This design comes from an exercise in tuning for small area and a short achievable clock period on the open sky130 flow, not from production work. Function was checked by simulation only, so behaviour that the tests miss may differ from the original. Power figures rest on the tool's default switching activity, not on a simulated workload.

Setup of build 48:
==> flow/design.v (excerpt) <==
module alu_32
(
  input  logic              clk,
  input  logic              rst,
  input  logic [2:0]        ALU_OP,
  input  logic [alu_32_pkg::DATA_W-1:0] A,
  input  logic [alu_32_pkg::DATA_W-1:0] B,
  input  logic              C_I,
  output logic [alu_32_pkg::DATA_W-1:0] R,
  output logic              C_O
);
  logic bone_0;
  logic btwo_0;
  logic bneg_0;
  logic pp_0_0;
  logic pp_0_1;
  logic pp_0_2;
  logic pp_0_3;
  logic pp_0_4;
  logic pp_0_5;
  logic pp_0_6;
  logic pp_0_7;
  logic pp_0_8;
  logic pp_0_9;
  logic pp_0_10;
  logic pp_0_11;
  logic pp_0_12;
  logic pp_0_13;
  logic pp_0_14;
  logic pp_0_15;
  logic pp_0_16;
  logic pp_0_17;
  logic pp_0_18;
  logic pp_0_19;
  logic pp_0_20;
  logic pp_0_21;
  logic pp_0_22;
  logic pp_0_23;
  logic pp_0_24;
  logic pp_0_25;
  logic pp_0_26;
  logic pp_0_27;
  logic pp_0_28;
  logic pp_0_29;
  logic pp_0_30;
  logic pp_0_31;
  logic pp_0_32;
  logic bone_1;
  logic btwo_1;
  logic bneg_1;
  logic pp_1_0;
  logic pp_1_1;
  logic pp_1_2;
  logic pp_1_3;
  logic pp_1_4;
  logic pp_1_5;
  logic pp_1_6;
  logic pp_1_7;
  logic pp_1_8;
  logic pp_1_9;
  logic pp_1_10;
  logic pp_1_11;
  logic pp_1_12;
  logic pp_1_13;
  logic pp_1_14;
  logic pp_1_15;
  logic pp_1_16;
  logic pp_1_17;
  logic pp_1_18;
  logic pp_1_19;
  logic pp_1_20;
  logic pp_1_21;
  logic pp_1_22;
  logic pp_1_23;
  logic pp_1_24;
  logic pp_1_25;
  logic pp_1_26;
  logic pp_1_27;
  logic pp_1_28;
  logic pp_1_29;
  logic pp_1_30;
  logic bone_2;
  logic btwo_2;
  logic bneg_2;
  logic pp_2_0;
  logic pp_2_1;
  logic pp_2_2;
  logic pp_2_3;
  logic pp_2_4;
  logic pp_2_5;
  logic pp_2_6;
  logic pp_2_7;
  logic pp_2_8;
  logic pp_2_9;
  logic pp_2_10;
  logic pp_2_11;
  logic pp_2_12;
  logic pp_2_13;
  logic pp_2_14;
  logic pp_2_15;
  logic pp_2_16;
  logic pp_2_17;
  logic pp_2_18;
  logic pp_2_19;
  logic pp_2_20;
  logic pp_2_21;
  logic pp_2_22;
  logic pp_2_23;
  logic pp_2_24;
  logic pp_2_25;
  logic pp_2_26;
  logic pp_2_27;
  logic pp_2_28;
  logic bone_3;
  ...
Size in the first run: ~1700 cells after synthesis, roughly 100 I/O pins, roughly 0.015 mm^2 of cells after synthesis.
export LEC_CHECK = 0
export CAP_MARGIN = 20
export CORE_MARGIN = 2
export CORE_UTILIZATION = 40
export SETUP_SLACK_MARGIN = 2.5
export SLEW_MARGIN = 20
export SYNTH_HIERARCHICAL = 1
export SYNTH_MINIMUM_KEEP_SIZE = 0
export TNS_END_PERCENT = 0
create_clock -name core_clock -period 11.0 [get_ports {clk}]
standard.sh (not shown) runs the stock make flow with config.mk's settings and CLKGATE_MAP_FILE= SYNTH_SCRIPT=/design/flow/synth_recipe.tcl, a recipe that flattens the netlist after the stock synthesis.
==> flow/flow/run.sh <==
#!/bin/bash
# Layout flow: the standard synthesis, then every combinational cell set to the
# smallest drive of its family (the layout's repair steps size up again where
# timing, slew or capacitance need it), then the standard layout steps with
# small port buffers. Each step's full output goes to a log file here.
set -euo pipefail
R=$PWD/orfs/results/$FLOW_PLATFORM/alu_32/base
LIB=$FLOW_HOME/platforms/$FLOW_PLATFORM/lib/sky130_fd_sc_hd__tt_025C_1v80.lib
EXTRA=()
[[ -f flow/extra.txt ]] && mapfile -t EXTRA < <(grep -v '^#' flow/extra.txt | grep .)
bash standard.sh "${EXTRA[@]}" "$R/1_2_yosys.v" > synth.log 2>&1
cp "$R/1_2_yosys.v" yosys_std.v
python3 flow/downsize.py "$LIB" yosys_std.v "$R/1_2_yosys.v" > downsize.log 2>&1
bash standard.sh "${EXTRA[@]}" finish > layout.log 2>&1
==> flow/flow/extra.txt <==
# extra ORFS make variables, one per line
BUFFER_PORTS_ARGS=-buffer_cell sky130_fd_sc_hd__buf_2
REMOVE_ABC_BUFFERS=1
Other scripts of this flow, unchanged in this note and not shown: flow/flow/downsize.py
No stage failed in build 48, and the final checks on the layout all came back clean.
[inputs] build 4 vs build 48
# build 48
export LEC_CHECK = 0
export CAP_MARGIN = 20
export CORE_MARGIN = 2
export CORE_UTILIZATION = 40
export SETUP_SLACK_MARGIN = 2.5
export SLEW_MARGIN = 20
export SYNTH_HIERARCHICAL = 1
export SYNTH_MINIMUM_KEEP_SIZE = 0
export TNS_END_PERCENT = 0
create_clock -name core_clock -period 11.0 [get_ports {clk}]
# build 4
export LEC_CHECK = 0
export CAP_MARGIN = 20
export CORE_MARGIN = 2
export CORE_UTILIZATION = 60
export PLACE_DENSITY = 0.7
export SETUP_SLACK_MARGIN = 3
export SLEW_MARGIN = 20
export SYNTH_HIERARCHICAL = 1
export SYNTH_MINIMUM_KEEP_SIZE = 0
export TNS_END_PERCENT = 0
create_clock -name core_clock -period 11.0 [get_ports {clk}]
==> comparison <==
Fraction of layout instances using a drive strength above 1 ends up lower on build 48. The higher routability congestion estimate came out of build 4. Build 4 ends up with lower number of cells in the design after placement than build 48 does. Count of non-CTS buffers in the layout: higher on build 4. Of build 48 and build 4, build 48 shows the higher area of placed instances, with build 4 below it. [build 4] combined global-route utilization of all metal layers rose 13 points relative to build 48. In build 4 relative to build 48, number of tap cells inserted had gone down by more than a quarter. From build 48 to build 4 the numbers moved as follows: final core area utilization rose 24 points, final wirelength about even, via count rose about 3.3%. Comparing hold slack for build 48 and build 4, the smaller number came from build 48.
### build 4 -> build 24
# build 4
export LEC_CHECK = 0
export CAP_MARGIN = 20
export CORE_MARGIN = 2
export CORE_UTILIZATION = 60
export PLACE_DENSITY = 0.7
export SETUP_SLACK_MARGIN = 3
export SLEW_MARGIN = 20
export SYNTH_HIERARCHICAL = 1
export SYNTH_MINIMUM_KEEP_SIZE = 0
export TNS_END_PERCENT = 0
create_clock -name core_clock -period 11.0 [get_ports {clk}]
# build 24
export LEC_CHECK = 0
export CAP_MARGIN = 20
export CORE_MARGIN = 2
export CORE_UTILIZATION = 40
export SETUP_SLACK_MARGIN = 1.5
export SLEW_MARGIN = 20
export SYNTH_HIERARCHICAL = 1
export SYNTH_MINIMUM_KEEP_SIZE = 0
create_clock -name core_clock -period 11.0 [get_ports {clk}]
Notes after the runs:
Going from build 4 to build 24, number of antenna violations at the first check in global routing saw an increase, worst path setup slack after routing saw a decrease, final net count saw a decrease, critical path required time saw little to no change. Diff build 4 -> build 24 | wire length | down slightly. In summary, build 24 completed successfully, with a layout that passed the timing, DRC and antenna checks.
> inputs changed (build 24 -> build 29)
# build 24
export LEC_CHECK = 0
export CAP_MARGIN = 20
export CORE_MARGIN = 2
export CORE_UTILIZATION = 40
export SETUP_SLACK_MARGIN = 1.5
export SLEW_MARGIN = 20
export SYNTH_HIERARCHICAL = 1
export SYNTH_MINIMUM_KEEP_SIZE = 0
create_clock -name core_clock -period 11.0 [get_ports {clk}]
# build 29
export LEC_CHECK = 0
export CAP_MARGIN = 20
export CORE_MARGIN = 2
export CORE_UTILIZATION = 40
export SETUP_SLACK_MARGIN = 3
export SLEW_MARGIN = 20
export SYNTH_HIERARCHICAL = 1
export SYNTH_MINIMUM_KEEP_SIZE = 0
export TNS_END_PERCENT = 0
create_clock -name core_clock -period 11.0 [get_ports {clk}]
==> comparison <==
Build 29 closes out successfully: all stages finished, all timing, DRC and antenna checks passed.
Changes observed in build 29 relative to build 24: final clock period utilization by the worst path now sits lower, cell count along the critical path decreased by 6 relative to the old numbers, first-pass GRT wire length rose by 610 um.
Any difference in hold slack between build 29 and build 24 is small enough to ignore.
Against build 24, total power in build 29 came out worse.
Summary: with build 24 as the reference, final area in build 29 moved up by a few percent.
Build 29 vs. build 24: static leakage went up; sequential share of layout area did not really move; maximum cell stage delay along the critical path went down.
Inputs modified between build 29 and build 51:
==> flow/flow/extra.txt <==
# extra ORFS make variables, one per line
BUFFER_PORTS_ARGS=-buffer_cell sky130_fd_sc_hd__buf_1
REMOVE_ABC_BUFFERS=1
Findings:
- The number of antenna violations at the first check in global routing in build 51 was lower than what build 29 gave.
- Going from build 29 to build 51, actual slew at the worst max-slew pin moved down, setup slack moved down.
- Of the two candidates, build 29 has the worse worst hold-check slack and build 51 the better one.
- Build 51 vs. build 29: final area shows an increase of 1.9%; routed wire length went up.
- Build 51 has total power below what build 29 had.
- For area fraction of clock buffers and clock inverters, build 51 and build 29 come out practically identical.
- | final critical delay including setup and external delays | build 51 vs build 29 | 0.019 ns higher |
- Count of cell instances traversed by the critical path: build 51 vs build 29 up 8
[inputs] build 77 vs build 51
# build 51
export LEC_CHECK = 0
export CAP_MARGIN = 20
export CORE_MARGIN = 2
export CORE_UTILIZATION = 40
export SETUP_SLACK_MARGIN = 3
export SLEW_MARGIN = 20
export SYNTH_HIERARCHICAL = 1
export SYNTH_MINIMUM_KEEP_SIZE = 0
export TNS_END_PERCENT = 0
create_clock -name core_clock -period 11.0 [get_ports {clk}]
# build 77
export LEC_CHECK = 0
export CAP_MARGIN = 20
export CORE_MARGIN = 2
export CORE_UTILIZATION = 40
export SETUP_SLACK_MARGIN = 5
export SLEW_MARGIN = 20
export SYNTH_HIERARCHICAL = 1
export SYNTH_MINIMUM_KEEP_SIZE = 0
export TNS_END_PERCENT = 0
create_clock -name core_clock -period 11.0 [get_ports {clk}]
==> flow/flow/extra.txt <==
# extra ORFS make variables, one per line
BUFFER_PORTS_ARGS=-buffer_cell sky130_fd_sc_hd__buf_2
REMOVE_ABC_BUFFERS=1
Findings:
- Build 77 finished end to end and its layout was clean on timing, DRC and antenna.
- On critical path depth: build 77 sits below build 51.
- Changes observed in build 77 relative to build 51: number of antenna violations at the first check in global routing up 1; number of nets in the layout held; clock transition time at the flip-flop clock pins of the worst setup and hold paths stayed essentially flat; final hold slack fell by 0.12 ns; core utilization rose by 2.2 points.
- Build 77 ended up with met5 as its highest metal layer with signal wires; build 51 ended up with met4.
- Wire: build 77 routes more than build 51
- For build 51, the worst setup path endpoint was r_q[0], unlike build 77, where it was c_q.
- Build 77 vs build 51 — met1 global-route usage dropped 0.38 points.
- [build 77 vs build 51] number of vias per cell: higher in build 77
- Non-clock buffer total of the final layout (lower): build 51
- Area fraction of clock buffers and clock inverters: build 51 vs build 77, no meaningful difference

what the ideal ports hide:
The results above use ideal ports. As a check the final layouts listed here were re-extracted and re-timed, cells and wires unchanged. Step 1: set_driving_cell puts a clkbuf_16 on clk and a buf_2 on each other input, an assumption about the parent block. Step 2 moves the port delays by t, midway between the first and last clock arrival at a register: inputs arrive t later, outputs are due t later. That takes back most of the time a late clock gives input paths. Slacks: no drivers / after step 1 / after step 2; pairs: no drivers / after step 1.
run | shift t [ns] | setup slack, ns | worst setup path after step 2 | worst register clock-pin slew, ns
build 48 | 0.321 | 2.769 / 2.785 / 2.465 | input to register | 0.06 / 0.06
build 4 | 0.330 | 3.176 / 3.187 / 2.857 | input to register | 0.06 / 0.06
build 24 | 0.321 | 2.378 / 2.309 / 1.988 | input to register | 0.06 / 0.06
build 29 | 0.322 | 3.255 / 3.243 / 2.922 | input to register | 0.06 / 0.06
build 51 | 0.329 | 3.236 / 3.237 / 2.909 | input to register | 0.06 / 0.06
build 77 | 0.321 | 3.517 / 3.399 / 3.079 | input to register | 0.06 / 0.06
After both steps every run listed still meets setup and hold. The setup slack of build 77, which loses most, moves by -0.118 ns with the drivers and by -0.438 ns with both steps.
